Context: an optimization exercise on an open-source flow, tuned for small area, a short achievable clock period and few clock cycles. The choices shown serve that exercise and are no tape-out recipe.
Where RTL was checked, it was by simulation tests only, not by an equivalence proof against the original.
Function not checked in runs 5 to 8: the RTL went through the layout flow alone.

## flow/design.v (module list and top-level ports; edited modules follow where they fit)
// module imm_dot: 3724 lines
// module integer_matrix_multiply: 234 lines
module integer_matrix_multiply (
  input  wire                                   clk,
  input  wire                                   rst,
  input  wire                                   in_valid,
  output logic                                  in_ready,
  input  wire        [1:0]                      operation,
  input  wire        [2:0]                      row_index,
  input  wire        [2:0]                      col_index,
  input  wire signed [15:0]                     element_value,
  output logic                                  out_valid,
  input  wire                                   out_ready,
  output logic       [2:0]                      out_row,
  output logic       [2:0]                      out_col,
  output logic signed [imm_pkg::PROD_WIDTH-1:0] product_value,
  output logic                                  last,
  output logic                                  dim_error,
  input  wire                                   cfg_we,
  input  wire        [1:0]                      cfg_index,
  input  wire        [3:0]                      cfg_data
);
  // ...
==> flow/flow/run.sh <==
#!/bin/bash
# The standard layout, with the timing repair steps asked to leave more setup slack.
set -euo pipefail
bash standard.sh SETUP_SLACK_MARGIN=6.5 finish > standard.log 2>&1
==> flow/standard.sh <==
#!/bin/bash
# synth_recipe.tcl (not shown) runs the flow's synth.tcl, then flattens the netlist and writes it again
# the make line also repeats each setting of config.mk as NAME=value (left out here)
make -C /OpenROAD-flow-scripts/flow DESIGN_CONFIG=/design/flow/config.mk WORK_HOME=/design/flow/orfs CLKGATE_MAP_FILE= SYNTH_SCRIPT=/design/flow/synth_recipe.tcl "${@:-finish}"
==> flow/config.mk <==
export PLATFORM = sky130hd
export DESIGN_NAME = integer_matrix_multiply
export DESIGN_NICKNAME = integer_matrix_multiply
export VERILOG_FILES = /design/flow/design.v
export SDC_FILE = /design/flow/constraint.sdc
export NUM_CORES = 4
export LEC_CHECK = 0
export ABC_AREA = 1
export CAP_MARGIN = 20
export CORE_MARGIN = 2
export CORE_UTILIZATION = 40
export CTS_BUF_LIST = sky130_fd_sc_hd__clkbuf_8
export CTS_CLUSTER_SIZE = 20
export SLEW_MARGIN = 20
export TNS_END_PERCENT = 10
==> flow/constraint.sdc <==
create_clock -name core_clock -period 10.0 [get_ports {clk}]
set_input_delay 2.0000 -clock core_clock [delete_from_list [all_inputs] [get_ports {clk}]]
set_output_delay 2.0000 -clock core_clock [all_outputs]
set_load 0.01 [all_outputs]
==> results.txt, run 1 <==
Critical Path Max Stage Delay=0.89 ns; top cells by count, synth=2429 x edfxtp_1, 1765 x nor2_1, 1561 x inv_1, 1340 x o22ai_1, 1194 x o21ai_0; final cycle utilization of the critical path=0.3856; Max Cap Violations=0; Worst-Skew Late Latency=between 1 and 1.5 ns; Final Non-Filler Cells=about 20000; Syn Inst Count=about 14000; Stages on worst setup path=6; commonest cells after routing, fill and taps aside=2429 x edfxtp_1, 1728 x nor2_1, 1727 x inv_1; num ports=80; worst path cell trace=inv_2, xor2_1, fa_1, inv_1, fa_1, fa_1; multi-input logic area=a little over 60000 um^2; worst reg2reg path depth=6; largest net degree at the start of global routing=199; worst hold path endpoint=u_dot.p8_3[3]; Post-Synth Adder-Cell Area=0.1395; Slew HR=0.2439; slowest stage cell on the critical path=edfxtp_1; height of the die=~630 um; DR WL met2=248.5 mm; sequential cell count=3161; initial core utilization=0.4018; outcome=no timing/DRC/antenna violations; GRT overflow=0; Non-CTS inverters=~1600; worst path required time=approximately 11 ns; # port buffers=just under 80; post-cts sizing count=roughly 230; launching point of the worst reg2reg path=rb[116]; Sink Count=3161
Testbench counts, summed over its fixed seeds: cycles 11,975.
==> run 2: changes to the inputs <==
--- a/flow/config.mk
+++ b/flow/config.mk
@@ -9,7 +9,8 @@
 export CAP_MARGIN = 20
 export CORE_MARGIN = 2
-export CORE_UTILIZATION = 40
+export CORE_UTILIZATION = 55
 export CTS_BUF_LIST = sky130_fd_sc_hd__clkbuf_8
 export CTS_CLUSTER_SIZE = 20
+export PLACE_DENSITY = 0.65
 export SLEW_MARGIN = 20
 export TNS_END_PERCENT = 10
==> results.txt, run 2 <==
outcome=no timing/DRC/antenna violations (unchanged); Critical Path Sink Type=register (unchanged); register area share after synthesis=0.5558 (unchanged); number of synthesized register bits=3161 (unchanged); initial core utilization=0.5526 (was 0.4018); die area=290800 um^2 (was 399000 um^2); Fin. Hold Viols=0 (unchanged); DR WL met2=260.6 mm (was 248.5 mm); Max Freq=261.5 MHz (was 259.4 MHz); commonest register cell after synthesis=edfxtp_1 (unchanged); CTS max path bufs=4 (unchanged); RSZ-0062 raised after global routing=true (unchanged); first-pass GRT wire length=826.7 mm (was 796.7 mm); Syn. warnings=2 (unchanged); commonest non-fill, non-tap cell in the layout=edfxtp_1 (unchanged); TritonCTS clock tree=yes (unchanged); drt first pass iters=6 (unchanged); Max Cap Violations=0 (unchanged); commonest cells after routing, fill and taps aside=2429 x edfxtp_1, 1729 x nor2_1, 1593 x inv_1 (was 2429 x edfxtp_1, 1728 x nor2_1, 1727 x inv_1); worst path required time=10.97 ns (was 11.09 ns); Routed wire per std cell=32.77 um (was 29.49 um); # fillers=22647 (was 36276); Post-Syn Area per Cell=11.53 um^2 (unchanged); initial antenna violation count=41 (was 31); final wirelength=600.2 mm (was 575.6 mm); biggest regs=a_st x1024, b_st x1024, rb x192 (unchanged); GRT overflow=0 (unchanged); placed cell count=16908 (was 18374); top cells by count, synth=2429 x edfxtp_1, 1765 x nor2_1, 1561 x inv_1, 1340 x o22ai_1, 1194 x o21ai_0 (unchanged); Synth Cell Area=157600 um^2 (unchanged); clock root buffer=clkbuf_8 (unchanged); Syn Inst Count=13670 (unchanged); Sink Count=3161 (unchanged); top post-synthesis cells by area=edfxtp_1 46%, fa_1 13%, dfxtp_1 9.3% (unchanged); endpoints failing setup=0 (unchanged); num ports=80 (unchanged); Inserted Clock Buffers=528 (was 538); Final min period=3.824 ns (was 3.856 ns); DR vias/cell=6.182 (was 5.585); routed length on met1=227.8 mm (was 228.3 mm); share of the synthesized area in the top cell type=0.4628 (unchanged); Final Non-Filler Cells=18315 (was 19521); Critical Setup Path Class=reg -> reg (unchanged); Area growth syn-to-layout=12.42% (was 11.78%); Nets=15280 (was 15042); row count=196 (was 230); vias post-DR=113230 (was 109032); worst-path maximum fanout=137 (was 11); dpl hpwl=424.5 mm (was 409.3 mm); GPL Wtd Cong=1.061 (was 1.092); height of the die=539.3 um (was 631.7 um); final cycle utilization of the critical path=0.3824 (was 0.3856); Final Slew Violations=0 (unchanged); crit start category=register (unchanged); Slew HR=0.1455 (was 0.2439); Yosys top cell by area=edfxtp_1 (unchanged); htree depth=6 (unchanged); skew final=0.1231 ns (was 0.1063 ns); wire length on met3=76.38 mm (was 63.49 mm); drt drc=0 (unchanged); GRT Util Overall=0.4050 (was 0.2810); core footprint=285200 um^2 (was 392200 um^2); count leader, synth=edfxtp_1 (unchanged); Worst-Skew Late Latency=1.23 ns (was 1.26 ns); Hold WC Path Type=reg -> reg (unchanged); Async SR Flop Fraction=0 (unchanged); Unique masters post-synth=56 (unchanged); clock transition at the registers of the reported paths=0.06 ns (was 0.07 ns); post-route ant nets=0 (unchanged); syn nets=14839 (unchanged); largest net degree at the start of global routing=203 (was 199); share of layout cells above drive strength 1=0.1291 (was 0.09917); CP arrival=4.80 ns (was 4.94 ns); # port buffers=79 (unchanged); die width=539.3 um (was 631.7 um); Setup Total Neg Slack=0 ns (unchanged); Slew @ Worst Pin=1.282 ns (was 1.134 ns); 1st-iter DRT viols=16465 (was 14164); EDFF count, synth=2429 (unchanged); number of global-route vias before repair=107310 (was 104354); top layer used by detailed routing=met5 (unchanged)
run 2: repair_timing:
item	4_1_cts	5_1_grt
hold buffers	0	0
buffers inserted	49	381
gates cloned	3	1
pin swaps	5	7
setup endpoints to repair	634	664
resized for setup	338	278
run 2: metal layers:
metal	GRT usage	vias to the layer above
li1	-	47571
met1	0.5584	56643
met2	0.5932	7738
met3	0.1092	1262
met4	0.2041	16
met5	0	-
run 2: cell type report:
type / instances / area [um^2] / share of cell area
inverters: 1607 / 6749 / 0.03809
clock buffers: 576 / 7928 / 0.04475
flip-flops and latches: 3161 / 87800 / 0.4956
repair buffers: 718 / 6419 / 0.03623
multi-input cells: 8094 / 61170 / 0.3453
well taps: 3762 / 4707 / 0.02657
repair inverters: 1 / 7.507 / 0.00004237
diodes: 19 / 47.55 / 0.0002684
clock inverters: 377 / 2332 / 0.01316
run 2: path summary, 6_finish.rpt:
path                      start            end  slack, ns  cells past startpoint
setup / recovery          jj[1]      bcol[109]       6.18                      7
hold / removal    u_dot.p3_4[7]  u_dot.p8_4[3]       0.33                      0
setup reg to reg          jj[1]      bcol[109]       6.18                      7
hold reg to reg   u_dot.p3_4[7]  u_dot.p8_4[3]       0.33                      0
run 2: stage by stage:
step           instance area [um^2]  worst slack [ns]  utilization  hold slack (ns)
6_report                     177200             6.176       0.6212           0.3255
5_1_grt                      177100             6.271       0.6210           0.3310
4_1_cts                      172600             6.219       0.6052           0.3265
3_5_place_dp                 161600             3.468       0.5666           0.3128
3_3_place_gp                 161600             3.452       0.5664           0.3129
2_1_floorplan                157600             6.129            -           0.3096
run 2: critical path, cell delays in order, from the launching register on:
cell	delay, ns
dfxtp_4	0.44
buf_4	0.35
buf_4	0.60
buf_16	0.49
o21ai_0	0.21
o22ai_1	0.38
nor2_1	0.09
a31oi_1	0.65
run 2: cells by family after synthesis:
logic type                 synth area share
adders and majority gates            0.1395
buffers and inverters               0.06012
AOI/OAI and AO/OA                    0.1118
and+or+nand+nor                     0.06747
muxes                              0.003334
xor gates and xnor gates            0.06202
DFF                                  0.5558
==> run 3: changes to the inputs <==
--- a/flow/config.mk
+++ b/flow/config.mk
@@ -10,7 +10,4 @@
 export CORE_MARGIN = 2
 export CORE_UTILIZATION = 55
-export CTS_BUF_LIST = sky130_fd_sc_hd__clkbuf_8
-export CTS_CLUSTER_SIZE = 20
 export PLACE_DENSITY = 0.65
 export SLEW_MARGIN = 20
-export TNS_END_PERCENT = 10
==> results.txt, run 3 <==
CP arrival=4.43 ns (was 4.80 ns); Fin Hold WS=0.2992 ns (was 0.3255 ns); Syn Inst Count=13670 (unchanged); Area growth syn-to-layout=13.53% (was 12.42%); DR vias/cell=6.247 (was 6.182); number of synthesized register bits=3161 (unchanged); Setup Total Neg Slack=0 ns (unchanged); endpoints failing setup=0 (unchanged); top post-synthesis cells by area=edfxtp_1 46%, fa_1 13%, dfxtp_1 9.3% (unchanged); Max Freq=278.0 MHz (was 261.5 MHz); Async SR Flop Fraction=0 (unchanged); skew final=0.1162 ns (was 0.1231 ns); height of the die=539.3 um (unchanged); commonest cells after routing, fill and taps aside=2429 x edfxtp_1, 1728 x nor2_1, 1380 x inv_1 (was 2429 x edfxtp_1, 1729 x nor2_1, 1593 x inv_1); first-pass GRT wire length=829.2 mm (was 826.7 mm); routed length on met1=227.4 mm (was 227.8 mm); TritonCTS clock tree=yes (unchanged); commonest register cell after synthesis=edfxtp_1 (unchanged); Slew @ Worst Pin=1.263 ns (was 1.282 ns); Final min period=3.597 ns (was 3.824 ns); largest net degree at the start of global routing=199 (was 203); worst-path maximum fanout=12 (was 137); GRT Util Overall=0.4058 (was 0.4050); Final Slew Violations=0 (unchanged); crit start category=register (unchanged); Synth Cell Area=157600 um^2 (unchanged); Nets=15167 (was 15280); register area share after synthesis=0.5558 (unchanged); top cells by count, synth=2429 x edfxtp_1, 1765 x nor2_1, 1561 x inv_1, 1340 x o22ai_1, 1194 x o21ai_0 (unchanged); worst path required time=10.83 ns (was 10.97 ns); outcome=no timing/DRC/antenna violations (unchanged); commonest non-fill, non-tap cell in the layout=edfxtp_1 (unchanged); Critical Path Sink Type=register (unchanged); Slew HR=0.1493 (was 0.1455); top layer used by detailed routing=met5 (unchanged); clock transition at the registers of the reported paths=0.06 ns (about the same); initial antenna violation count=35 (was 41); final wirelength=601.3 mm (was 600.2 mm); GPL Wtd Cong=1.106 (was 1.061); drt first pass iters=8 (was 6); Critical Setup Path Class=reg -> reg (unchanged); EDFF count, synth=2429 (unchanged); Fin. Hold Viols=0 (unchanged); DR WL met2=259.1 mm (was 260.6 mm); dpl hpwl=425.8 mm (was 424.5 mm); drt drc=0 (unchanged); share of the synthesized area in the top cell type=0.4628 (unchanged); Sink Count=3161 (unchanged); count leader, synth=edfxtp_1 (unchanged); die area=290800 um^2 (unchanged); wire length on met3=76.33 mm (was 76.38 mm); Yosys top cell by area=edfxtp_1 (unchanged); Routed wire per std cell=33.30 um (was 32.77 um); RSZ-0062 raised after global routing=true (unchanged); syn nets=14839 (unchanged); htree depth=5 (was 6); core footprint=285200 um^2 (unchanged); Syn. warnings=2 (unchanged); # port buffers=79 (unchanged); row count=196 (unchanged); die width=539.3 um (unchanged); number of global-route vias before repair=107008 (was 107310); Max Cap Violations=0 (unchanged); Post-Syn Area per Cell=11.53 um^2 (unchanged); clock root buffer=clkbuf_16 (was clkbuf_8); biggest regs=a_st x1024, b_st x1024, rb x192 (unchanged); vias post-DR=112802 (was 113230); num ports=80 (unchanged); share of layout cells above drive strength 1=0.1281 (was 0.1291); Inserted Clock Buffers=338 (was 528); 1st-iter DRT viols=17204 (was 16465); Worst-Skew Late Latency=1.01 ns (was 1.23 ns); Unique masters post-synth=56 (unchanged); post-route ant nets=0 (unchanged); GRT overflow=0 (unchanged); Hold WC Path Type=reg -> reg (unchanged); CTS max path bufs=4 (unchanged); initial core utilization=0.5526 (unchanged); final cycle utilization of the critical path=0.3597 (was 0.3824)
run 3: repair_timing:
action,in CTS,in global routing
hold buffers,0,0
cloned,4,6
resized for setup,446,224
buffers inserted,215,267
pin swaps,5,15
setup endpoints to repair,631,362
run 3: stage by stage:
stage / worst slack (ns) / cells / instance area, um^2 / util
after floorplan: 6.366 / 13670 / 157700 / -
after global placement: 4.377 / 16925 / 161700 / 0.5670
after detailed placement: 4.404 / 16926 / 161700 / 0.5671
after CTS: 6.475 / 17768 / 175500 / 0.6152
after global routing: 6.437 / 18050 / 178900 / 0.6273
final: 6.403 / 18058 / 178900 / 0.6274
run 3: final timing paths:
path            startpoint         endpoint  slack (ns)  depth (start not counted)
max                rb[105]  u_dot.p3_19[15]        6.40                          7
min          u_dot.p3_3[3]    u_dot.p8_3[2]        0.30                          0
max reg2reg        rb[105]  u_dot.p3_19[15]        6.40                          7
min reg2reg  u_dot.p3_3[3]    u_dot.p8_3[2]        0.30                          0
run 3: routing by layer:
metal | global-route usage | up-vias
met5 | 0 | -
met4 | 0.2095 | 14
met3 | 0.09925 | 1336
met2 | 0.5937 | 7665
met1 | 0.5650 | 56527
li1 | - | 47260
run 3: cell families (layout without fill, tap and decap cells):
kind of cell / count (synthesis) / in the layout / synth area share
DFF: 3161 / 3161 / 0.5558
AOI/OAI and AO/OA: 3053 / 3053 / 0.1118
and+or+nand+nor: 2741 / 2743 / 0.06747
buffers and inverters: 2417 / 3026 / 0.06012
adders and majority gates: 1134 / 1134 / 0.1395
xor gates and xnor gates: 1116 / 1116 / 0.06202
muxes: 48 / 48 / 0.003334
other: 0 / 15 / 0
run 3: area by class of cell:
type / count / area, um^2
Multi-Input combinational cell: 8094 / 61450
Timing Repair Buffer: 792 / 7079
Fill cell: 22311 / 106300
Timing Repair inverter: 4 / 22.52
Tap cell: 3762 / 4707
Clock inverter: 186 / 1961
Sequential cell: 3161 / 87790
Antenna cell: 15 / 37.54
Clock buffer: 437 / 9101
Inverter: 1607 / 6785
run 3: worst max-delay path, stage by stage, from the launching register on:
cell	delay (ns)
edfxtp_1	0.52
clkinvlp_4	0.34
o22ai_1	0.28
xor2_1	0.25
fa_1	0.55
fa_1	0.78
inv_1	0.21
fa_1	0.49
==> run 4: changes to the inputs <==
--- a/flow/config.mk
+++ b/flow/config.mk
@@ -9,5 +9,4 @@
 export CAP_MARGIN = 20
 export CORE_MARGIN = 2
-export CORE_UTILIZATION = 55
-export PLACE_DENSITY = 0.65
+export CORE_UTILIZATION = 40
 export SLEW_MARGIN = 20
==> results.txt, run 4 <==
outcome=no timing/DRC/antenna violations (unchanged); biggest regs=a_st x1024, b_st x1024, rb x192 (unchanged); die width=631.7 um (was 539.3 um); GRT overflow=0 (unchanged); Max Cap Violations=0 (unchanged); Unique masters post-synth=56 (unchanged); Critical Path Sink Type=register (unchanged); met2 usage=0.4344 (was 0.5937); Worst-Skew Late Latency=0.99 ns (was 1.01 ns); worst-path maximum fanout=13 (was 12); initial core utilization=0.4018 (was 0.5526); CTS max path bufs=4 (unchanged); Fin Hold WS=0.3255 ns (was 0.2992 ns); top post-synthesis cells by area=edfxtp_1 46%, fa_1 13%, dfxtp_1 9.3% (unchanged); EDFF count, synth=2429 (unchanged); skew final=0.1065 ns (was 0.1162 ns); die area=399000 um^2 (was 290800 um^2); count leader, synth=edfxtp_1 (unchanged); GR peak layer=met2 (unchanged); Inserted Clock Buffers=336 (was 338); first-pass GRT wire length=813.2 mm (was 829.2 mm); Synth Cell Area=157600 um^2 (unchanged); GRT Util Overall=0.2888 (was 0.4058); Setup Total Neg Slack=0 ns (unchanged); GRT met1 Usage=0.3889 (was 0.5650); clock transition at the registers of the reported paths=0.06 ns (about the same); syn nets=14839 (unchanged); Slew @ Worst Pin=1.168 ns (was 1.263 ns); register area share after synthesis=0.5558 (unchanged); Sink Count=3161 (unchanged); worst path required time=10.82 ns (was 10.83 ns); number of synthesized register bits=3161 (unchanged); height of the die=631.7 um (was 539.3 um); Reg area=87710 um^2 (was 87790 um^2); drt first pass iters=8 (unchanged); pre-CTS setup slack=3.983 ns (was 4.404 ns); CP arrival=4.43 ns (about the same); core footprint=392200 um^2 (was 285200 um^2); commonest cells after routing, fill and taps aside=2429 x edfxtp_1, 1719 x nor2_1, 1389 x inv_1 (was 2429 x edfxtp_1, 1728 x nor2_1, 1380 x inv_1); commonest non-fill, non-tap cell in the layout=edfxtp_1 (unchanged); post-route ant nets=0 (unchanged); final cycle utilization of the critical path=0.3609 (was 0.3597); Syn. warnings=2 (unchanged); DR vias/cell=5.659 (was 6.247); Syn Inst Count=13670 (unchanged); final setup margin=6.391 ns (was 6.403 ns); register-to-register setup slack=6.39 ns (was 6.40 ns); Area growth syn-to-layout=13.79% (was 13.53%); # fillers=35933 (was 22311); top cells by count, synth=2429 x edfxtp_1, 1765 x nor2_1, 1561 x inv_1, 1340 x o22ai_1, 1194 x o21ai_0 (unchanged); Nets=15051 (was 15167); largest net degree at the start of global routing=191 (was 199); row count=230 (was 196); num ports=80 (unchanged); final wirelength=590.5 mm (was 601.3 mm); multi-input logic area=61170 um^2 (was 61450 um^2); GR Util met3=0.06726 (was 0.09925); commonest register cell after synthesis=edfxtp_1 (unchanged); share of the synthesized area in the top cell type=0.4628 (unchanged); number of global-route vias before repair=103113 (was 107008); drt drc=0 (unchanged); htree depth=5 (unchanged); Hold WC Path Type=reg -> reg (unchanged); initial antenna violation count=45 (was 35); endpoints failing setup=0 (unchanged); Max Freq=277.1 MHz (was 278.0 MHz); GPL Wtd Cong=1.095 (was 1.106); Async SR Flop Fraction=0 (unchanged); Routed wire per std cell=30.44 um (was 33.30 um); # port buffers=79 (unchanged); Critical Setup Path Class=reg -> reg (unchanged); Finished Core Util=0.4572 (was 0.6274); TritonCTS clock tree=yes (unchanged); Final min period=3.609 ns (was 3.597 ns); vias post-DR=109782 (was 112802); Fin. Hold Viols=0 (unchanged); Yosys top cell by area=edfxtp_1 (unchanged); crit start category=register (unchanged); RSZ-0062 raised after global routing=true (unchanged); share of layout cells above drive strength 1=0.1138 (was 0.1281); 1st-iter DRT viols=14536 (was 17204); Slew HR=0.2132 (was 0.1493); CTS Hold Bufs=0 (unchanged); dpl hpwl=420.4 mm (was 425.8 mm); clock root buffer=clkbuf_16 (unchanged); Final Slew Violations=0 (unchanged); Post-Syn Area per Cell=11.53 um^2 (unchanged)
[run 4: changes by cell type in the layout (fill, tap and decap cells not counted), sizes merged, moves of 4 or more]
cell and change:
buf -107, bufinv -4, clkbuf +15, clkinv -7
clkinvlp -6, diode +4, inv -8
[run 4: kinds of logic after synthesis]
logic type      count (synthesis)  share of synthesized area
flops                        3161                     0.5558
xor+xnor                     1116                    0.06202
buf+inv                      2417                    0.06012
compound gates               3053                     0.1118
simple gates                 2741                    0.06747
mux                            48                   0.003334
fa+ha+maj                    1134                     0.1395
[run 4: layout make-up]
type | instances | share of cell area
clock inverters | 162 | 0.009440
repair inverters | 3 | 0.0001116
well taps | 5220 | 0.03642
flip-flops and latches | 3161 | 0.4891
diodes | 19 | 0.0002651
repair buffers | 680 | 0.03440
inverters | 1607 | 0.03782
multi-input cells | 8093 | 0.3411
clock buffers | 454 | 0.05128
[run 4: routing by layer]
metal	vias up	wire, um	share of wire
met3	1243	59710	0.10
met2	5981	255700	0.43
met5	-	142	0.00024
met1	55504	236200	0.40
li1	47032	-	-
met4	22	38700	0.066
[run 4: worst max-delay path, stage by stage, from the launching register on]
cell and delay (ns):
edfxtp_1 0.84, clkinv_4 0.39, xor2_1 0.27, fa_1 0.53, inv_1 0.06, fa_1 0.82, fa_1 0.51
[run 4: what timing repair did]
item                       4_1_cts  5_1_grt
buffers inserted               238      132
setup endpoints to repair      611      285
gates cloned                     4        2
resized for setup              421      143
pin swaps                        3        4
[run 4: path summary, 6_finish.rpt]
kind                      start               to  cells past startpoint
setup / recovery         rb[14]  u_dot.p3_11[12]                      6
hold / removal    u_dot.p3_0[0]    u_dot.p8_0[0]                      0
setup reg to reg         rb[14]  u_dot.p3_11[12]                      6
hold reg to reg   u_dot.p3_0[0]    u_dot.p8_0[0]                      0
[run 4: metrics by stage]
step                      std cells  cell area, um^2
final                         19399           179300
after global routing          19384           179300
after CTS                     19246           177300
after detailed placement      18388           163600
after global placement        18386           163600
after floorplan               13670           157700
==> module integer_matrix_multiply, before the edit <==
module integer_matrix_multiply (
  input  wire                                   clk,
  input  wire                                   rst,
  input  wire                                   in_valid,
  output logic                                  in_ready,
  input  wire        [1:0]                      operation,
  input  wire        [2:0]                      row_index,
  input  wire        [2:0]                      col_index,
  input  wire signed [15:0]                     element_value,
  output logic                                  out_valid,
  input  wire                                   out_ready,
  output logic       [2:0]                      out_row,
  output logic       [2:0]                      out_col,
  output logic signed [imm_pkg::PROD_WIDTH-1:0] product_value,
  output logic                                  last,
  output logic                                  dim_error,
  input  wire                                   cfg_we,
  input  wire        [1:0]                      cfg_index,
  input  wire        [3:0]                      cfg_data
);
  logic [3:0] a_rows, a_cols, b_rows, b_cols;
  logic [2:0] ar1, ac1, br1, bc1;
  logic       err;
  always_ff @(posedge clk) begin
    if (rst) begin
      a_rows <= 4'd1;
      a_cols <= 4'd1;
      b_rows <= 4'd1;
      b_cols <= 4'd1;
    end else if (cfg_we) begin
      case (cfg_index)
        2'd0: a_rows <= cfg_data;
        2'd1: a_cols <= cfg_data;
        2'd2: b_rows <= cfg_data;
        default: b_cols <= cfg_data;
      endcase
    end
  end
  assign ar1 = imm_pkg::dim_m1(a_rows);
  assign ac1 = imm_pkg::dim_m1(a_cols);
  assign br1 = imm_pkg::dim_m1(b_rows);
  assign bc1 = imm_pkg::dim_m1(b_cols);
  assign err = (ac1 != br1);
  logic        rdy;
  logic        ir_v, sk_v;
  logic [1:0]  ir_op, sk_op;
  logic [2:0]  ir_r, ir_c, sk_r, sk_c;
  logic [15:0] ir_d, sk_d;
  logic        in_fire, ir_go, ir_take;
  assign in_ready = rdy;
  assign in_fire  = in_valid && rdy;
  logic       active, rb_ok;
  logic [2:0] ii, jj;
  logic       iss, iss_last, rb_load;
  logic       haz_a;
  assign rb_load = active && !rb_ok;
  assign haz_a   = active && (ir_r <= ar1) && (ir_r > ii);
  always_comb begin
    case (ir_op)
      imm_pkg::OP_WRITE_A: ir_go = !haz_a;
      imm_pkg::OP_WRITE_B: ir_go = !active;
      imm_pkg::OP_COMPUTE: ir_go = !active;
      default:             ir_go = 1'b1;
    endcase
    ir_go = ir_go && ir_v;
  end
  assign ir_take = !ir_v || ir_go;
  function automatic logic [1:0] keep_op(logic [1:0] op, logic r);
    keep_op = (r && op == imm_pkg::OP_COMPUTE) ? 2'd3 : op;
  endfunction
  logic sk_v_next;
  assign sk_v_next = !ir_take && (sk_v || in_fire);
  always_ff @(posedge clk) begin
    if (ir_take) ir_v <= sk_v || in_fire;
    sk_v <= sk_v_next;
    rdy  <= !sk_v_next;
    if (ir_take) begin
      if (sk_v) begin
        ir_op <= keep_op(sk_op, rst);
        ir_r  <= sk_r;
        ir_c  <= sk_c;
        ir_d  <= sk_d;
      end else begin
        ir_op <= keep_op(operation, rst);
        ir_r  <= row_index;
        ir_c  <= col_index;
        ir_d  <= element_value;
      end
    end else begin
      ir_op <= keep_op(ir_op, rst);
      if (!sk_v) begin
        sk_op <= operation;
        sk_r  <= row_index;
        sk_c  <= col_index;
        sk_d  <= element_value;
      end else begin
        sk_op <= keep_op(sk_op, rst);
      end
    end
  end
  logic [1023:0] a_st, b_st;
  logic          wa, wb;
  logic [5:0]    w_adr;
  logic [15:0]   w_dat;
  always_ff @(posedge clk) begin
    wa    <= ir_go && (ir_op == imm_pkg::OP_WRITE_A);
    wb    <= ir_go && (ir_op == imm_pkg::OP_WRITE_B);
    w_adr <= {ir_r, ir_c};
    w_dat <= ir_d;
  end
  always_ff @(posedge clk) begin
    for (int w = 0; w < 64; w++) begin
      if (wa && w_adr == 6'(w)) a_st[16*w +: 16] <= w_dat;
      if (wb && w_adr == 6'(w)) b_st[16*w +: 16] <= w_dat;
    end
  end
  logic [2:0] ar_i, bc_i;
  logic [3:0] occ;
  logic       hand;
  assign hand     = out_valid && out_ready;
  assign ar_i     = err ? 3'd0 : ar1;
  assign bc_i     = err ? 3'd0 : bc1;
  assign iss      = active && (occ != 4'd4 || hand);
  assign iss_last = (ii == ar_i) && (jj == bc_i);
  always_ff @(posedge clk) begin
    if (rst) begin
      active <= 1'b0;
    end else if (ir_go && ir_op == imm_pkg::OP_COMPUTE) begin
      active <= 1'b1;
    end else if (iss && iss_last) begin
      active <= 1'b0;
    end
    if (ir_go && ir_op == imm_pkg::OP_COMPUTE) begin
      ii    <= 3'd0;
      jj    <= 3'd0;
      rb_ok <= 1'b0;
    end else begin
      if (rb_load) rb_ok <= 1'b1;
      if (iss) begin
        if (jj == bc_i) begin
          jj    <= 3'd0;
          ii    <= ii + 3'd1;
          rb_ok <= 1'b0;
        end else begin
          jj <= jj + 3'd1;
        end
      end
    end
  end
  function automatic logic [23:0] booth(logic [15:0] x);
    logic x2, x1, x0;
    for (int m = 0; m < 8; m++) begin
      x2 = x[2*m+1];
      x1 = x[2*m];
      x0 = (m == 0) ? 1'b0 : x[2*m-1];
      booth[3*m]   = x1 ^ x0;
      booth[3*m+1] = (x2 & ~x1 & ~x0) | (~x2 & x1 & x0);
      booth[3*m+2] = x2;
    end
  endfunction
  logic [191:0] rb;
  logic [127:0] bcol;
  always_ff @(posedge clk) begin
    if (rb_load) begin
      for (int k = 0; k < 8; k++)
        rb[24*k +: 24] <= (3'(k) <= ac1) ? booth(a_st[128*ii + 16*k +: 16]) : 24'd0;
    end
    for (int k = 0; k < 8; k++)
      bcol[16*k +: 16] <= b_st[128*k + 16*jj +: 16];
  end
  logic        v1, v2, v3;
  logic [34:0] dot;
  imm_dot u_dot (
    .clk(clk),
    .a  (rb),
    .b  (bcol),
    .sum(dot)
  );
  always_ff @(posedge clk) begin
    if (rst) begin
      v1 <= 1'b0;
      v2 <= 1'b0;
      v3 <= 1'b0;
    end else begin
      v1 <= iss;
      v2 <= v1;
      v3 <= v2;
    end
  end
  logic [34:0] e0, e1, e2, e3, pres;
  logic [2:0]  cnt, cnt_left, cnt_next;
  logic [1:0]  wp, rp, rp_next;
  logic [2:0]  hrow, hcol, hrow_next, hcol_next;
  logic        hlast;
  assign cnt_left  = cnt - 3'(hand);
  assign cnt_next  = cnt_left + 3'(v3);
  assign rp_next   = rp + 2'(hand);
  assign hlast     = err || (hrow == ar1 && hcol == bc1);
  assign hrow_next = !hand ? hrow : hlast ? 3'd0 : (hcol == bc1) ? hrow + 3'd1 : hrow;
  assign hcol_next = !hand ? hcol : (hlast || hcol == bc1) ? 3'd0 : hcol + 3'd1;
  assign pres      = (cnt_left == 3'd0) ? dot :
                     (rp_next == 2'd0) ? e0 : (rp_next == 2'd1) ? e1 :
                     (rp_next == 2'd2) ? e2 : e3;
  always_ff @(posedge clk) begin
    if (rst) begin
      occ       <= 4'd0;
      cnt       <= 3'd0;
      wp        <= 2'd0;
      rp        <= 2'd0;
      hrow      <= 3'd0;
      hcol      <= 3'd0;
      out_valid <= 1'b0;
    end else begin
      occ       <= occ + 4'(iss) - 4'(hand);
      cnt       <= cnt_next;
      wp        <= wp + 2'(v3);
      rp        <= rp_next;
      hrow      <= hrow_next;
      hcol      <= hcol_next;
      out_valid <= (cnt_next != 3'd0);
    end
    if (v3) begin
      if (wp == 2'd0) e0 <= dot;
      if (wp == 2'd1) e1 <= dot;
      if (wp == 2'd2) e2 <= dot;
      if (wp == 2'd3) e3 <= dot;
    end
    out_row       <= err ? 3'd0 : hrow_next;
    out_col       <= err ? 3'd0 : hcol_next;
    product_value <= err ? 35'd0 : pres;
    last          <= err || (hrow_next == ar1 && hcol_next == bc1);
    dim_error     <= err;
  end
endmodule
==> run 5: changes to the inputs <==
--- a/flow/design.v
+++ b/flow/design.v
@@ -3795,5 +3795,6 @@
   assign in_fire  = in_valid && rdy;
   logic       active, rb_ok;
-  logic [2:0] ii, jj;
+  logic [2:0] ii, jj, ii_n, jj_n;
+  logic [7:0] ii_oh, jj_oh;
   logic       iss, iss_last, rb_load;
   logic       haz_a;
@@ -3876,17 +3877,27 @@
     end
     if (ir_go && ir_op == imm_pkg::OP_COMPUTE) begin
-      ii    <= 3'd0;
-      jj    <= 3'd0;
       rb_ok <= 1'b0;
-    end else begin
-      if (rb_load) rb_ok <= 1'b1;
-      if (iss) begin
-        if (jj == bc_i) begin
-          jj    <= 3'd0;
-          ii    <= ii + 3'd1;
-          rb_ok <= 1'b0;
-        end else begin
-          jj <= jj + 3'd1;
-        end
+    end else if (iss && jj == bc_i) begin
+      rb_ok <= 1'b0;
+    end else if (rb_load) begin
+      rb_ok <= 1'b1;
+    end
+    ii    <= ii_n;
+    jj    <= jj_n;
+    ii_oh <= 8'd1 << ii_n;
+    jj_oh <= 8'd1 << jj_n;
+  end
+  always_comb begin
+    ii_n = ii;
+    jj_n = jj;
+    if (ir_go && ir_op == imm_pkg::OP_COMPUTE) begin
+      ii_n = 3'd0;
+      jj_n = 3'd0;
+    end else if (iss) begin
+      if (jj == bc_i) begin
+        jj_n = 3'd0;
+        ii_n = ii + 3'd1;
+      end else begin
+        jj_n = jj + 3'd1;
       end
     end
@@ -3904,12 +3915,21 @@
   endfunction
   logic [191:0] rb;
-  logic [127:0] bcol;
+  logic [127:0] bcol, arow, bsel;
+  always_comb begin
+    for (int k = 0; k < 8; k++) begin
+      arow[16*k +: 16] = 16'd0;
+      bsel[16*k +: 16] = 16'd0;
+      for (int x = 0; x < 8; x++) begin
+        arow[16*k +: 16] = arow[16*k +: 16] | ({16{ii_oh[x]}} & a_st[128*x + 16*k +: 16]);
+        bsel[16*k +: 16] = bsel[16*k +: 16] | ({16{jj_oh[x]}} & b_st[128*k + 16*x +: 16]);
+      end
+    end
+  end
   always_ff @(posedge clk) begin
     if (rb_load) begin
       for (int k = 0; k < 8; k++)
-        rb[24*k +: 24] <= (3'(k) <= ac1) ? booth(a_st[128*ii + 16*k +: 16]) : 24'd0;
+        rb[24*k +: 24] <= (3'(k) <= ac1) ? booth(arow[16*k +: 16]) : 24'd0;
     end
-    for (int k = 0; k < 8; k++)
-      bcol[16*k +: 16] <= b_st[128*k + 16*jj +: 16];
+    bcol <= bsel;
   end
   logic        v1, v2, v3;
==> results.txt, run 5 <==
outcome=no timing/DRC/antenna violations (unchanged); Syn. warnings=2 (unchanged); number of synthesized register bits=3177 (was 3161); TritonCTS clock tree=yes (unchanged); register-to-register setup slack=6.33 ns (was 6.39 ns); dpl hpwl=396.5 mm (was 420.4 mm); GRT overflow=0 (unchanged); biggest regs=a_st x1024, b_st x1024, rb x192 (unchanged); first-pass GRT wire length=765.7 mm (was 813.2 mm); die area=387400 um^2 (was 399000 um^2); commonest cells after routing, fill and taps aside=2429 x edfxtp_1, 1632 x nand2_1, 1447 x inv_1 (was 2429 x edfxtp_1, 1719 x nor2_1, 1389 x inv_1); initial antenna violation count=44 (was 45); clock transition at the registers of the reported paths=0.06 ns (about the same); Routed wire per std cell=30.92 um (was 30.44 um); Finished Core Util=0.4569 (was 0.4572); skew final=0.06162 ns (was 0.1065 ns); register area share after synthesis=0.5746 (was 0.5558); FF-to-FF End=a_st[777] (was u_dot.p3_11[12]); Worst-Skew Late Latency=0.97 ns (was 0.99 ns); number of global-route vias before repair=96449 (was 103113); Synth Area in Simple Gates=0.07016 (was 0.06747); 1st-iter DRT viols=14437 (was 14536); top post-synthesis cells by area=edfxtp_1 48%, fa_1 14%, dfxtp_1 9.8% (was edfxtp_1 46%, fa_1 13%, dfxtp_1 9.3%); Max Freq=272.6 MHz (was 277.1 MHz); worst path required time=10.56 ns (was 10.82 ns); launching point of the worst reg2reg path=w_adr[3] (was rb[14]); Fin. Hold Viols=0 (unchanged); Final min period=3.669 ns (was 3.609 ns); Final Slew Violations=0 (unchanged); area post-placement=160000 um^2 (was 163600 um^2); # port buffers=79 (unchanged); commonest register cell after synthesis=edfxtp_1 (unchanged); Unique masters post-synth=54 (was 56); drt drc=0 (unchanged); Max Cap Violations=0 (unchanged); crit start category=register (unchanged); Yosys top cell by area=edfxtp_1 (unchanged); initial core utilization=0.4011 (was 0.4018); Synth Area in Compound Gates=0.08890 (was 0.1118); final setup margin=6.331 ns (was 6.391 ns); GRT Util Overall=0.2793 (was 0.2888); CTS max path bufs=4 (unchanged); GPL Wtd Cong=1.077 (was 1.095); Nets=13735 (was 15051); Inserted Clock Buffers=338 (was 336); RSZ-0062 raised after global routing=true (unchanged); post-route ant nets=0 (unchanged); Slew @ Worst Pin=1.285 ns (was 1.168 ns); Syn Inst Count=12318 (was 13670); main combinational cell family by area after synthesis=adder cells (unchanged); XOR/XNOR Fraction of Synth Area=0.06503 (was 0.06202); pre-CTS setup slack=4.713 ns (was 3.983 ns); Setup Total Neg Slack=0 ns (unchanged); worst-path maximum fanout=16 (was 13); Post-Syn Area per Cell=12.42 um^2 (was 11.53 um^2); share of layout cells above drive strength 1=0.1121 (was 0.1138); num ports=80 (unchanged); Hold WC Path Type=reg -> reg (unchanged); worst reg2reg path depth=5 (was 6); htree depth=5 (unchanged); design area=174300 um^2 (was 179300 um^2); EDFF count, synth=2429 (unchanged); Synth Cell Area=153000 um^2 (was 157600 um^2); final wirelength=553.2 mm (was 590.5 mm); commonest non-fill, non-tap cell in the layout=edfxtp_1 (unchanged); core footprint=381400 um^2 (was 392200 um^2); Slew HR=0.1363 (was 0.2132); DR vias/cell=5.644 (was 5.659); drt first pass iters=6 (was 8); height of the die=622.4 um (was 631.7 um); final cycle utilization of the critical path=0.3669 (was 0.3609); CTS Hold Bufs=0 (unchanged); share of the synthesized area in the top cell type=0.4768 (was 0.4628); largest net degree at the start of global routing=96 (was 191); crit path to=a_st[777] (was u_dot.p3_11[12]); syn nets=13487 (was 14839); CP arrival=4.23 ns (was 4.43 ns); Sink Count=3177 (was 3161); vias post-DR=100974 (was 109782); endpoints failing setup=0 (unchanged); Critical Path Sink Type=register (unchanged); clock root buffer=clkbuf_16 (unchanged); Critical Path Start=w_adr[3] (was rb[14]); Post-Synth Adder-Cell Area=0.1437 (was 0.1395); die width=622.4 um (was 631.7 um); Critical Setup Path Class=reg -> reg (unchanged); Async SR Flop Fraction=0 (unchanged); count leader, synth=edfxtp_1 (unchanged); multiplexer area fraction after synthesis=0.002028 (was 0.003334); top cells by count, synth=2429 x edfxtp_1, 1642 x nand2_1, 1560 x inv_1, 1123 x xor2_1, 1038 x fa_1 (was 2429 x edfxtp_1, 1765 x nor2_1, 1561 x inv_1, 1340 x o22ai_1, 1194 x o21ai_0); row count=227 (was 230); Area growth syn-to-layout=13.92% (was 13.79%)
-- run 5: changes by cell type after synthesis, sizes merged, moves of 63 or more --
cell / change
a21oi: +71
a221oi: +202
a22o: +301
a31oi: -128
buf: -78
clkbuf: -92
nand2: +877
nand3: +95
nand4: +131
nor2: -1386
nor4: +63
o21ai: -1065
o22ai: -380
-- run 5: final cells by class --
type / instances / area (um^2)
sequential: 3177 / 88070
tap: 5038 / 6304
inverter: 1611 / 6523
timing repair inverter: 1 / 7.507
clock buffer: 456 / 9210
fill: 34372 / 207200
timing repair buffer: 544 / 4855
antenna: 10 / 25.02
multi-input combinational: 6893 / 57420
clock inverter: 161 / 1869
-- run 5: how the worst min path moves through the flow --
stage / startpoint / endpoint / slack, ns / depth (start not counted)
final: u_dot.p3_32[0] / u_dot.p8_32[1] / 0.31 / 0
after global routing: u_dot.p3_32[0] / u_dot.p8_32[1] / 0.30 / 0
after CTS: u_dot.p3_32[0] / u_dot.p8_32[1] / 0.29 / 0
after detailed placement: u_dot.p3_1[1] / u_dot.p8_1[1] / 0.31 / 0
after global placement: u_dot.p3_2[3] / u_dot.p8_2[3] / 0.31 / 0
after floorplan: u_dot.p3_0[0] / u_dot.p8_0[0] / 0.31 / 0
-- run 5: worst max-delay path, stage by stage, from the launching register on --
cell	delay, ns
dfxtp_1	0.50
inv_1	0.16
nand2_1	0.12
nor2_1	0.76
nand2_1	0.89
nor2_4	0.80
-- run 5: per-layer routing --
layer | share of wire | vias to the layer above | global-route usage
met5 | 0.00014 | - | 0
met4 | 0.062 | 12 | 0.1420
met3 | 0.10 | 1086 | 0.05314
met2 | 0.44 | 5662 | 0.4188
met1 | 0.40 | 51334 | 0.3874
li1 | - | 42880 | -
-- run 5: cell families (layout without fill, tap and decap cells) --
family / Yosys count / after routing
buffers and inverters: 2251 / 2773
flip-flops: 3177 / 3177
XOR/XNOR: 1136 / 1136
AO/OA/AOI/OAI: 2045 / 2045
multiplexers: 29 / 29
AND/OR/NAND/NOR: 2546 / 2549
adder cells (fa/ha/maj): 1134 / 1134
other: 0 / 10
-- run 5: what timing repair did --
item / 4_1_cts / 5_1_grt
setup buffers: 89 / 148
gates cloned: 3 / 2
endpoints found under the setup margin: 529 / 224
pin swaps: 3 / 3
resized for setup: 315 / 134
-- run 5: per-stage QoR --
stage	instances	hold WS, ns
6_report	17891	0.3119
5_1_grt	17882	0.3013
4_1_cts	17729	0.2928
3_5_place_dp	17020	0.3121
3_3_place_gp	17016	0.3123
2_1_floorplan	12318	0.3096
==> run 6: changes to the inputs <==
==> flow/flow/run.sh (replaced) <==
#!/bin/bash
# The standard layout, with the timing repair steps asked to leave more setup slack.
set -euo pipefail
bash standard.sh SETUP_SLACK_MARGIN=6.8 finish > standard.log 2>&1
==> results.txt, run 6 <==
Post-Synth Adder-Cell Area=0.1437 (unchanged); drt drc=0 (unchanged); height of the die=622.4 um (unchanged); Fin. Hold Viols=0 (unchanged); post-route ant nets=0 (unchanged); final cycle utilization of the critical path=0.3459 (was 0.3669); count leader, synth=edfxtp_1 (unchanged); Hold WC Path Type=reg -> reg (unchanged); GR peak layer=met2 (unchanged); row count=227 (unchanged); worst path required time=10.83 ns (was 10.56 ns); area post-placement=160100 um^2 (was 160000 um^2); dpl hpwl=386.0 mm (was 396.5 mm); Nets=14313 (was 13735); Finished Core Util=0.4788 (was 0.4569); share of layout cells above drive strength 1=0.1958 (was 0.1121); CTS max path bufs=4 (unchanged); worst reg2reg path depth=7 (was 5); FF-to-FF End=u_dot.p3_3[4] (was a_st[777]); TritonCTS clock tree=yes (unchanged); CP arrival=4.29 ns (was 4.23 ns); Synth Cell Area=153000 um^2 (unchanged); pre-CTS setup slack=4.991 ns (was 4.713 ns); die area=387400 um^2 (unchanged); design area=182600 um^2 (was 174300 um^2); final wirelength=552.8 mm (was 553.2 mm); register-to-register setup slack=6.54 ns (was 6.33 ns); # port buffers=79 (unchanged); largest net degree at the start of global routing=97 (was 96); Max Freq=289.1 MHz (was 272.6 MHz); worst hold path endpoint=u_dot.p8_32[1] (unchanged); Yosys top cell by area=edfxtp_1 (unchanged); most used cell, CP=fa_1 (was nand2_1); htree depth=5 (unchanged); commonest register cell after synthesis=edfxtp_1 (unchanged); number of synthesized register bits=3177 (unchanged); GRT met1 Usage=0.3684 (was 0.3874); Worst-Skew Late Latency=0.99 ns (was 0.97 ns); XOR/XNOR Fraction of Synth Area=0.06503 (unchanged); drt first pass iters=7 (was 6); CTS Hold Bufs=0 (unchanged); GPL Wtd Cong=1.089 (was 1.077); share of the synthesized area in the top cell type=0.4768 (unchanged); Area growth syn-to-layout=19.37% (was 13.92%); Slew HR=0.1932 (was 0.1363); multiplexer area fraction after synthesis=0.002028 (unchanged); Hold Crit Start=u_dot.p3_32[0] (unchanged); Final Slew Violations=0 (unchanged); Hold Path Stages=0 (unchanged); clock transition at the registers of the reported paths=0.06 ns (about the same); Post-Syn Area per Cell=12.42 um^2 (unchanged); GR Util met3=0.07247 (was 0.05314); Critical Setup Path Class=reg -> reg (unchanged); Synth Area in Compound Gates=0.08890 (unchanged); Synth Area in Simple Gates=0.07016 (unchanged); first-pass GRT wire length=764.5 mm (was 765.7 mm); num ports=80 (unchanged); Critical Path Max Stage Delay=0.82 ns (was 0.89 ns); initial core utilization=0.4011 (unchanged); commonest non-fill, non-tap cell in the layout=edfxtp_1 (unchanged); clock root buffer=clkbuf_16 (unchanged); GRT Util Overall=0.2770 (was 0.2793); GRT overflow=0 (unchanged); Sink Count=3177 (unchanged); EDFF count, synth=2429 (unchanged); placed cell count=17012 (was 17020); die width=622.4 um (unchanged); Inserted Clock Buffers=327 (was 338); outcome=no timing/DRC/antenna violations (unchanged); core footprint=381400 um^2 (unchanged); commonest cells after routing, fill and taps aside=2429 x edfxtp_1, 1595 x nand2_1, 1256 x inv_1 (was 2429 x edfxtp_1, 1632 x nand2_1, 1447 x inv_1); crit start category=register (unchanged); # fillers=33517 (was 34372); Critical Path Sink Type=register (unchanged); Syn. warnings=2 (unchanged); skew final=0.08739 ns (was 0.06162 ns); Setup Total Neg Slack=0 ns (unchanged); RSZ-0062 raised after global routing=true (unchanged); initial antenna violation count=36 (was 44); number of global-route vias before repair=99267 (was 96449); worst path cell trace=clkinvlp_4, buf_6, o22ai_4, xor2_2, fa_2, fa_1, fa_1 (was inv_1, nand2_1, nor2_1, nand2_1, nor2_4); Max Cap Violations=0 (unchanged); 1st-iter DRT viols=14008 (was 14437); Slew @ Worst Pin=1.199 ns (was 1.285 ns); Unique masters post-synth=54 (unchanged); Final min period=3.459 ns (was 3.669 ns); biggest regs=a_st x1024, b_st x1024, rb x192 (unchanged); slowest stage cell on the critical path=fa_2 (was nand2_1); Final Non-Filler Cells=18465 (was 17891); Async SR Flop Fraction=0 (unchanged); endpoints failing setup=0 (unchanged); syn nets=13487 (unchanged); worst-path maximum fanout=3 (was 16); top cells by count, synth=2429 x edfxtp_1, 1642 x nand2_1, 1560 x inv_1, 1123 x xor2_1, 1038 x fa_1 (unchanged); main combinational cell family by area after synthesis=adder cells (unchanged); Routed wire per std cell=29.94 um (was 30.92 um); met2 usage=0.4072 (was 0.4188); launching point of the worst reg2reg path=rb[51] (was w_adr[3]); register area share after synthesis=0.5746 (unchanged); vias post-DR=104429 (was 100974); final setup margin=6.541 ns (was 6.331 ns); top post-synthesis cells by area=edfxtp_1 48%, fa_1 14%, dfxtp_1 9.8% (unchanged); DR vias/cell=5.656 (was 5.644); Syn Inst Count=12318 (unchanged)
## run 6: cell families after synthesis
family | count (synthesis)
mux | 29
buf+inv | 2251
fa+ha+maj | 1134
flops | 3177
compound gates | 2045
simple gates | 2546
xor+xnor | 1136
## run 6: what timing repair did
action                     CTS  global route
gates cloned                 9             7
resized for setup          720           518
pin swaps                   37           240
setup endpoints to repair  851           492
setup buffers              599           223
## run 6: area by class of cell
class	count	area [um^2]	share of cell area
antenna	14	35.03	0.0001918
clock buffer	451	9056	0.04959
clock inverter	147	1594	0.008728
inverter	1611	7128	0.03903
multi-input combinational	6895	59630	0.3265
sequential	3177	88170	0.4828
tap	5038	6304	0.03452
timing repair buffer	1121	10630	0.05820
timing repair inverter	11	78.83	0.0004316
## run 6: stage by stage
step / hold slack (ns)
global placement: 0.3106
floorplan: 0.3096
detailed placement: 0.3136
CTS: 0.2702
global route: 0.2738
finish: 0.2687
## run 6: how the worst max path moves through the flow
stage	startpoint	end	slack [ns]
2_1_floorplan	active	rb[0]	6.36
3_3_place_gp	out_ready	product_value[33]	5.03
3_5_place_dp	out_ready	product_value[29]	4.99
4_1_cts	out_row[2]	out_row[2]	6.46
6_report	rb[51]	u_dot.p3_3[4]	6.54
5_1_grt	out_row[2]	out_row[2]	6.49
## run 6: critical path, delay by kind of cell, from the launching register on
| kind | cells | cell delay [ns] |
|---|---|---|
| xor+xnor | 1 | 0.15 |
| buf+inv | 2 | 0.43 |
| compound gates | 1 | 0.19 |
| flops | 1 | 0.68 |
| fa+ha+maj | 3 | 1.89 |
## run 6: per-layer routing
metal  up-vias  part of all wire
met5         -           0.00021
li1      44016                 -
met2      6308              0.43
met1     52622              0.38
met4        20             0.075
met3      1463              0.11
==> run 7: changes to the inputs <==
==> flow/flow/run.sh (replaced) <==
#!/bin/bash
# The standard layout, with the timing repair steps asked to leave more setup slack.
set -euo pipefail
bash standard.sh SETUP_SLACK_MARGIN=6.2 finish > standard.log 2>&1
==> results.txt, run 7 <==
outcome=no timing/DRC/antenna violations (unchanged); Post-Synth Adder-Cell Area=0.1437 (unchanged); pre-CTS setup slack=3.907 ns (was 4.991 ns); Sink Count=3177 (unchanged); Nets=13494 (was 14313); clock transition at the registers of the reported paths=0.06 ns (about the same); worst-path maximum fanout=11 (was 3); Unique masters post-synth=54 (unchanged); multiplexer area fraction after synthesis=0.002028 (unchanged); Syn Inst Count=12318 (unchanged); Hold Crit Start=u_dot.p3_31[3] (was u_dot.p3_32[0]); Yosys top cell by area=edfxtp_1 (unchanged); Syn. warnings=2 (unchanged); GRT Util Overall=0.2718 (was 0.2770); slowest stage cell on the critical path=fa_1 (was fa_2); worst path cell trace=inv_1, xor2_1, fa_1, inv_1, fa_1, fa_1 (was clkinvlp_4, buf_6, o22ai_4, xor2_2, fa_2, fa_1, fa_1); dpl hpwl=386.8 mm (was 386.0 mm); final cycle utilization of the critical path=0.3888 (was 0.3459); Fin Hold WS=0.3273 ns (was 0.2687 ns); EDFF count, synth=2429 (unchanged); clock root buffer=clkbuf_16 (unchanged); drt first pass iters=8 (was 7); skew final=0.08397 ns (was 0.08739 ns); # port buffers=79 (unchanged); Fin. Hold Viols=0 (unchanged); die width=622.4 um (unchanged); biggest regs=a_st x1024, b_st x1024, rb x192 (unchanged); final wirelength=538.4 mm (was 552.8 mm); Slew HR=0.2028 (was 0.1932); Final Slew Violations=0 (unchanged); most used cell, CP=fa_1 (unchanged); commonest register cell after synthesis=edfxtp_1 (unchanged); DR vias/cell=5.665 (was 5.656); Final min period=3.888 ns (was 3.459 ns); register-to-register setup slack=6.11 ns (was 6.54 ns); share of layout cells above drive strength 1=0.07816 (was 0.1958); count leader, synth=edfxtp_1 (unchanged); multi-input logic area=57040 um^2 (was 59630 um^2); launching point of the worst reg2reg path=rb[89] (was rb[51]); worst hold path endpoint=u_dot.p8_31[3] (was u_dot.p8_32[1]); CTS max path bufs=4 (unchanged); initial antenna violation count=36 (unchanged); top cells by count, synth=2429 x edfxtp_1, 1642 x nand2_1, 1560 x inv_1, 1123 x xor2_1, 1038 x fa_1 (unchanged); largest net degree at the start of global routing=90 (was 97); htree depth=5 (unchanged); XOR/XNOR Fraction of Synth Area=0.06503 (unchanged); Hold Path Stages=0 (unchanged); post-route ant nets=0 (unchanged); FF-to-FF End=u_dot.p3_26[7] (was u_dot.p3_3[4]); Max Freq=257.2 MHz (was 289.1 MHz); drt drc=0 (unchanged); TritonCTS clock tree=yes (unchanged); Area growth syn-to-layout=12.03% (was 19.37%); row count=227 (unchanged); die area=387400 um^2 (unchanged); initial core utilization=0.4011 (unchanged); 1st-iter DRT viols=14120 (was 14008); Synth Area in Compound Gates=0.08890 (unchanged); Critical Path Sink Type=register (unchanged); Synth Area in Simple Gates=0.07016 (unchanged); Post-Syn Area per Cell=12.42 um^2 (unchanged); number of global-route vias before repair=95451 (was 99267); first-pass GRT wire length=748.8 mm (was 764.5 mm); CP arrival=4.68 ns (was 4.29 ns); # fillers=34554 (was 33517); height of the die=622.4 um (unchanged); worst reg2reg path depth=6 (was 7); top post-synthesis cells by area=edfxtp_1 48%, fa_1 14%, dfxtp_1 9.8% (unchanged); final setup margin=6.112 ns (was 6.541 ns); Hold WC Path Type=reg -> reg (unchanged); num ports=80 (unchanged); GRT overflow=0 (unchanged); area post-placement=159900 um^2 (was 160100 um^2); register area share after synthesis=0.5746 (unchanged); Slew @ Worst Pin=1.183 ns (was 1.199 ns); endpoints failing setup=0 (unchanged); Async SR Flop Fraction=0 (unchanged); Critical Path Max Stage Delay=0.84 ns (was 0.82 ns); share of the synthesized area in the top cell type=0.4768 (unchanged); Reg area=88040 um^2 (was 88170 um^2); vias post-DR=99974 (was 104429); Inserted Clock Buffers=330 (was 327); number of synthesized register bits=3177 (unchanged); Synth Cell Area=153000 um^2 (unchanged); commonest non-fill, non-tap cell in the layout=edfxtp_1 (unchanged); main combinational cell family by area after synthesis=adder cells (unchanged); core footprint=381400 um^2 (unchanged); crit start category=register (unchanged); syn nets=13487 (unchanged); worst path required time=10.79 ns (was 10.83 ns); commonest cells after routing, fill and taps aside=2429 x edfxtp_1, 1639 x nand2_1, 1556 x inv_1 (was 2429 x edfxtp_1, 1595 x nand2_1, 1256 x inv_1); design area=171400 um^2 (was 182600 um^2); Setup Total Neg Slack=0 ns (unchanged); Worst-Skew Late Latency=0.99 ns (about the same); Critical Setup Path Class=reg -> reg (unchanged); RSZ-0062 raised after global routing=false (was true); GPL Wtd Cong=1.078 (was 1.089); Routed wire per std cell=30.50 um (was 29.94 um); Max Cap Violations=0 (unchanged)
==> run 7: changes by cell type in the layout (fill, tap and decap cells not counted), moves of 83 or more <==
cell / previous run / this run
inv_1: 1256 / 1556
fa_2: 119 / 0
dfxtp_2: 85 / 2
clkinvlp_4: 278 / 15
buf_4: 846 / 207
fa_1: 919 / 1038
dfxtp_1: 622 / 714
buf_12: 146 / 13
==> run 7: worst max path at each step <==
stage                    from                end  slack, ns  depth (start not counted)
floorplan           a_rows[0]           ir_op[0]       6.20                         13
detailed placement  out_ready  product_value[27]       3.91                         12
finish                 rb[89]     u_dot.p3_26[7]       6.11                          6
global placement    out_ready  product_value[27]       4.01                         12
CTS                 out_ready  product_value[32]       6.22                         14
global route           rb[65]    u_dot.p3_24[10]       6.20                          6
==> run 7: metal layers <==
metal,track usage,up-vias,share of wire
met3,0.06499,1002,0.11
met5,0,-,0.000076
met2,0.3986,5663,0.43
met1,0.3770,50958,0.40
met4,0.1360,6,0.059
li1,-,42345,-
==> run 7: kinds of logic (layout without fill, tap and decap cells) <==
group,Yosys count,count (layout)
fa+ha+maj,1134,1134
simple gates,2546,2547
xor+xnor,1136,1136
other cells,0,9
buf+inv,2251,2534
flops,3177,3177
compound gates,2045,2045
mux,29,29
==> run 7: stage by stage <==
step	utilization	instances
after floorplan	-	12318
after global placement	0.4188	17006
after detailed placement	0.4191	17011
after CTS	0.4487	17629
after global routing	0.4493	17642
final	0.4493	17649
==> run 7: worst max-delay path: cells and delay by family, from the launching register on <==
kind | cells | cell delay, ns
XOR/XNOR | 1 | 0.33
flip-flops | 1 | 0.75
adder cells (fa/ha/maj) | 3 | 2.04
buffers and inverters | 2 | 0.60
==> run 7: layout make-up <==
type / instances / area share
Clock inverter: 154 / 0.01111
Multi-Input combinational cell: 6891 / 0.3328
Clock buffer: 455 / 0.05419
Inverter: 1611 / 0.03548
Sequential cell: 3177 / 0.5136
Timing Repair inverter: 2 / 0.00008760
Antenna cell: 9 / 0.0001314
Timing Repair Buffer: 312 / 0.01579
Tap cell: 5038 / 0.03678
==> run 7: what timing repair did <==
item | 4_1_cts | 5_1_grt
hold buffers | 0 | 0
resized for setup | 62 | 20
cloned | 2 | 1
buffers inserted | 7 | 4
pin swaps | 3 | 1
setup endpoints to repair | 101 | 88
==> run 8: changes to the inputs <==
==> flow/flow/run.sh (replaced) <==
#!/bin/bash
# The standard layout, with the timing repair steps asked to leave more setup slack.
set -euo pipefail
bash standard.sh SETUP_SLACK_MARGIN=6.5 finish > standard.log 2>&1
--- a/flow/config.mk
+++ b/flow/config.mk
@@ -10,3 +10,5 @@
 export CORE_MARGIN = 2
 export CORE_UTILIZATION = 40
+export CTS_CLUSTER_DIAMETER = 120
+export CTS_CLUSTER_SIZE = 25
 export SLEW_MARGIN = 20
==> results.txt, run 8 <==
outcome=no timing/DRC/antenna violations (unchanged); skew final=0.09591 ns (was 0.08397 ns); top post-synthesis cells by area=edfxtp_1 48%, fa_1 14%, dfxtp_1 9.8% (unchanged); drt drc=0 (unchanged); endpoints failing setup=0 (unchanged); GPL Wtd Cong=1.077 (was 1.078); Critical Path Start=w_adr[3] (was rb[89]); register-to-register setup slack=6.39 ns (was 6.11 ns); final cycle utilization of the critical path=0.3606 (was 0.3888); biggest regs=a_st x1024, b_st x1024, rb x192 (unchanged); Final min period=3.606 ns (was 3.888 ns); commonest register cell after synthesis=edfxtp_1 (unchanged); commonest cells after routing, fill and taps aside=2429 x edfxtp_1, 1630 x nand2_1, 1422 x inv_1 (was 2429 x edfxtp_1, 1639 x nand2_1, 1556 x inv_1); DR vias/cell=5.653 (was 5.665); Area growth syn-to-layout=10.55% (was 12.03%); syn nets=13487 (unchanged); Synth Cell Area=153000 um^2 (unchanged); TritonCTS clock tree=yes (unchanged); # fillers=34869 (was 34554); CP arrival=4.22 ns (was 4.68 ns); Fin Hold WS=0.3223 ns (was 0.3273 ns); CTS max path bufs=4 (unchanged); 1st-iter DRT viols=14404 (was 14120); post-route ant nets=0 (unchanged); Fin. Hold Viols=0 (unchanged); Routed wire per std cell=31.08 um (was 30.50 um); number of global-route vias before repair=94442 (was 95451); worst reg2reg path depth=6 (unchanged); Async SR Flop Fraction=0 (unchanged); drt first pass iters=8 (unchanged); Unique masters post-synth=54 (unchanged); row count=227 (unchanged); count leader, synth=edfxtp_1 (unchanged); height of the die=622.4 um (unchanged); num ports=80 (unchanged); GRT Util Overall=0.2766 (was 0.2718); clock root buffer=clkbuf_16 (unchanged); share of the synthesized area in the top cell type=0.4768 (unchanged); final wirelength=548.9 mm (was 538.4 mm); Critical Setup Path Class=reg -> reg (unchanged); initial antenna violation count=41 (was 36); Finished Core Util=0.4434 (was 0.4493); top cells by count, synth=2429 x edfxtp_1, 1642 x nand2_1, 1560 x inv_1, 1123 x xor2_1, 1038 x fa_1 (unchanged); # port buffers=79 (unchanged); Final Non-Filler Cells=17660 (was 17649); crit path to=b_st[794] (was u_dot.p3_26[7]); commonest non-fill, non-tap cell in the layout=edfxtp_1 (unchanged); first-pass GRT wire length=757.3 mm (was 748.8 mm); Max Freq=277.3 MHz (was 257.2 MHz); worst-path maximum fanout=16 (was 11); htree depth=4 (was 5); Yosys top cell by area=edfxtp_1 (unchanged); Sink Count=3177 (unchanged); largest net degree at the start of global routing=96 (was 90); Post-Syn Area per Cell=12.42 um^2 (unchanged); initial core utilization=0.4011 (unchanged); die area=387400 um^2 (unchanged); register area share after synthesis=0.5746 (unchanged); launching point of the worst reg2reg path=w_adr[3] (was rb[89]); Nets=13654 (was 13494); core footprint=381400 um^2 (unchanged); Critical Path Sink Type=register (unchanged); clock transition at the registers of the reported paths=0.10 ns (was 0.06 ns); Hold WC Path Type=reg -> reg (unchanged); vias post-DR=99824 (was 99974); number of synthesized register bits=3177 (unchanged); placed cell count=17020 (was 17011); crit start category=register (unchanged); EDFF count, synth=2429 (unchanged); Slew @ Worst Pin=1.377 ns (was 1.183 ns); Inserted Clock Buffers=154 (was 330); Syn. warnings=2 (unchanged); Slew HR=0.07410 (was 0.2028); final setup margin=6.394 ns (was 6.112 ns); worst path required time=10.61 ns (was 10.79 ns); RSZ-0062 raised after global routing=true (was false); pre-CTS setup slack=4.713 ns (was 3.907 ns); Final Slew Violations=0 (unchanged); share of layout cells above drive strength 1=0.1011 (was 0.07816); Worst-Skew Late Latency=0.96 ns (was 0.99 ns); Setup Total Neg Slack=0 ns (unchanged); dpl hpwl=396.5 mm (was 386.8 mm); Max Cap Violations=0 (unchanged); Syn Inst Count=12318 (unchanged); FF-to-FF End=b_st[794] (was u_dot.p3_26[7]); GRT overflow=0 (unchanged); die width=622.4 um (unchanged)
run 8: cell count changes in the layout (fill, tap and decap cells not counted), sizes merged:
cell / change
clkinvlp: +124
inv: -133
clkbuf: -200
dlygate4sd2: -44
buf: +380
clkdlybuf4s15: -1
diode: +7
nand2: +2
bufinv: -28
clkinv: -96
run 8: timing repair:
| item | in CTS | in global routing |
|---|---|---|
| hold buffers | 0 | 0 |
| pin swaps | 2 | 3 |
| buffers inserted | 103 | 238 |
| resized for setup | 334 | 158 |
| endpoints found under the setup margin | 537 | 282 |
| gates cloned | 2 | 2 |
run 8: layout make-up:
cell class              count  area (um^2)  share of cell area
flip-flops and latches   3177        88070              0.5207
clock buffers             255         4297             0.02540
well taps                5038         6304             0.03727
multi-input cells        6893        57520              0.3401
diodes                     16        40.04           0.0002367
repair inverters            1        7.507          0.00004439
repair buffers            647         5932             0.03507
inverters                1611         6605             0.03905
clock inverters            22        362.8            0.002145
run 8: routing by layer:
layer,up-vias,global-route usage,part of all wire
met5,-,0,0.000098
met4,8,0.1396,0.063
met3,968,0.05197,0.099
met2,5430,0.4147,0.43
met1,50908,0.3846,0.40
li1,42510,-,-
run 8: worst min path at each step:
stage	depth (start not counted)	endpoint	start	slack, ns
detailed placement	0	u_dot.p8_1[1]	u_dot.p3_1[1]	0.31
global route	0	u_dot.p8_1[0]	u_dot.p3_1[0]	0.34
finish	0	u_dot.p8_31[3]	u_dot.p3_31[3]	0.32
CTS	0	u_dot.p8_0[0]	u_dot.p3_0[0]	0.32
global placement	0	u_dot.p8_2[3]	u_dot.p3_2[3]	0.31
floorplan	0	u_dot.p8_0[0]	u_dot.p3_0[0]	0.31
run 8: metrics by stage:
step           area (um^2)
2_1_floorplan       153100
3_3_place_gp        159900
3_5_place_dp        160000
5_1_grt             169100
6_report            169100
4_1_cts             166000
run 8: cells by family after synthesis:
logic type / after synthesis / share of synthesized area
XOR/XNOR: 1136 / 0.06503
AND/OR/NAND/NOR: 2546 / 0.07016
AO/OA/AOI/OAI: 2045 / 0.08890
flip-flops: 3177 / 0.5746
adder cells (fa/ha/maj): 1134 / 0.1437
buffers and inverters: 2251 / 0.05556
multiplexers: 29 / 0.002028
run 8: critical path, stage by stage, from the launching register on:
cell and delay, ns:
dfxtp_1 0.51, inv_1 0.16, nand2_1 0.12, nor2_1 0.78, nand2_1 0.66, nor2_2 0.55, buf_4 0.44

==> port drivers added, routing unchanged <==
The results above use ideal ports. As a check the final layouts listed here were re-extracted and re-timed, cells and wires unchanged.
Step 1, drivers: a clkbuf_16 drives clk and a buf_2 each remaining input, both assumed.
Step 2 also shifts input and output timing later by t, the mid clock arrival at the registers, as if the neighbouring blocks saw the same clock.
Three values: ideal ports, drivers, drivers and shift; two values: the first two.
| run | t (ns) | setup WS [ns] | clock arrival spread, ns | worst slew at a driven data input, ns |
|---|---|---|---|---|
| run 1 | 1.318 | 6.144 / 6.121 / 5.477 | 0.119 / 0.119 | 0.11 |
| run 2 | 1.268 | 6.176 / 6.176 / 5.395 | 0.125 / 0.125 | 0.11 |
| run 3 | 1.040 | 6.403 / 6.403 / 5.574 | 0.119 / 0.120 | 0.13 |
| run 4 | 1.060 | 6.391 / 6.352 / 5.733 | 0.112 / 0.112 | 0.12 |
| run 5 | 1.062 | 6.331 / 6.331 / 5.661 | 0.063 / 0.063 | 0.04 |
| run 6 | 1.081 | 6.541 / 6.412 / 6.057 | 0.089 / 0.089 | 0.06 |
| run 7 | 1.060 | 6.112 / 6.112 / 5.401 | 0.086 / 0.086 | 0.05 |
| run 8 | 1.033 | 6.394 / 6.394 / 5.740 | 0.096 / 0.096 | 0.04 |
After both steps every run listed still meets setup and hold. The setup slack of run 3, which loses most, moves by 0.000 ns with the drivers and by -0.829 ns with both steps.
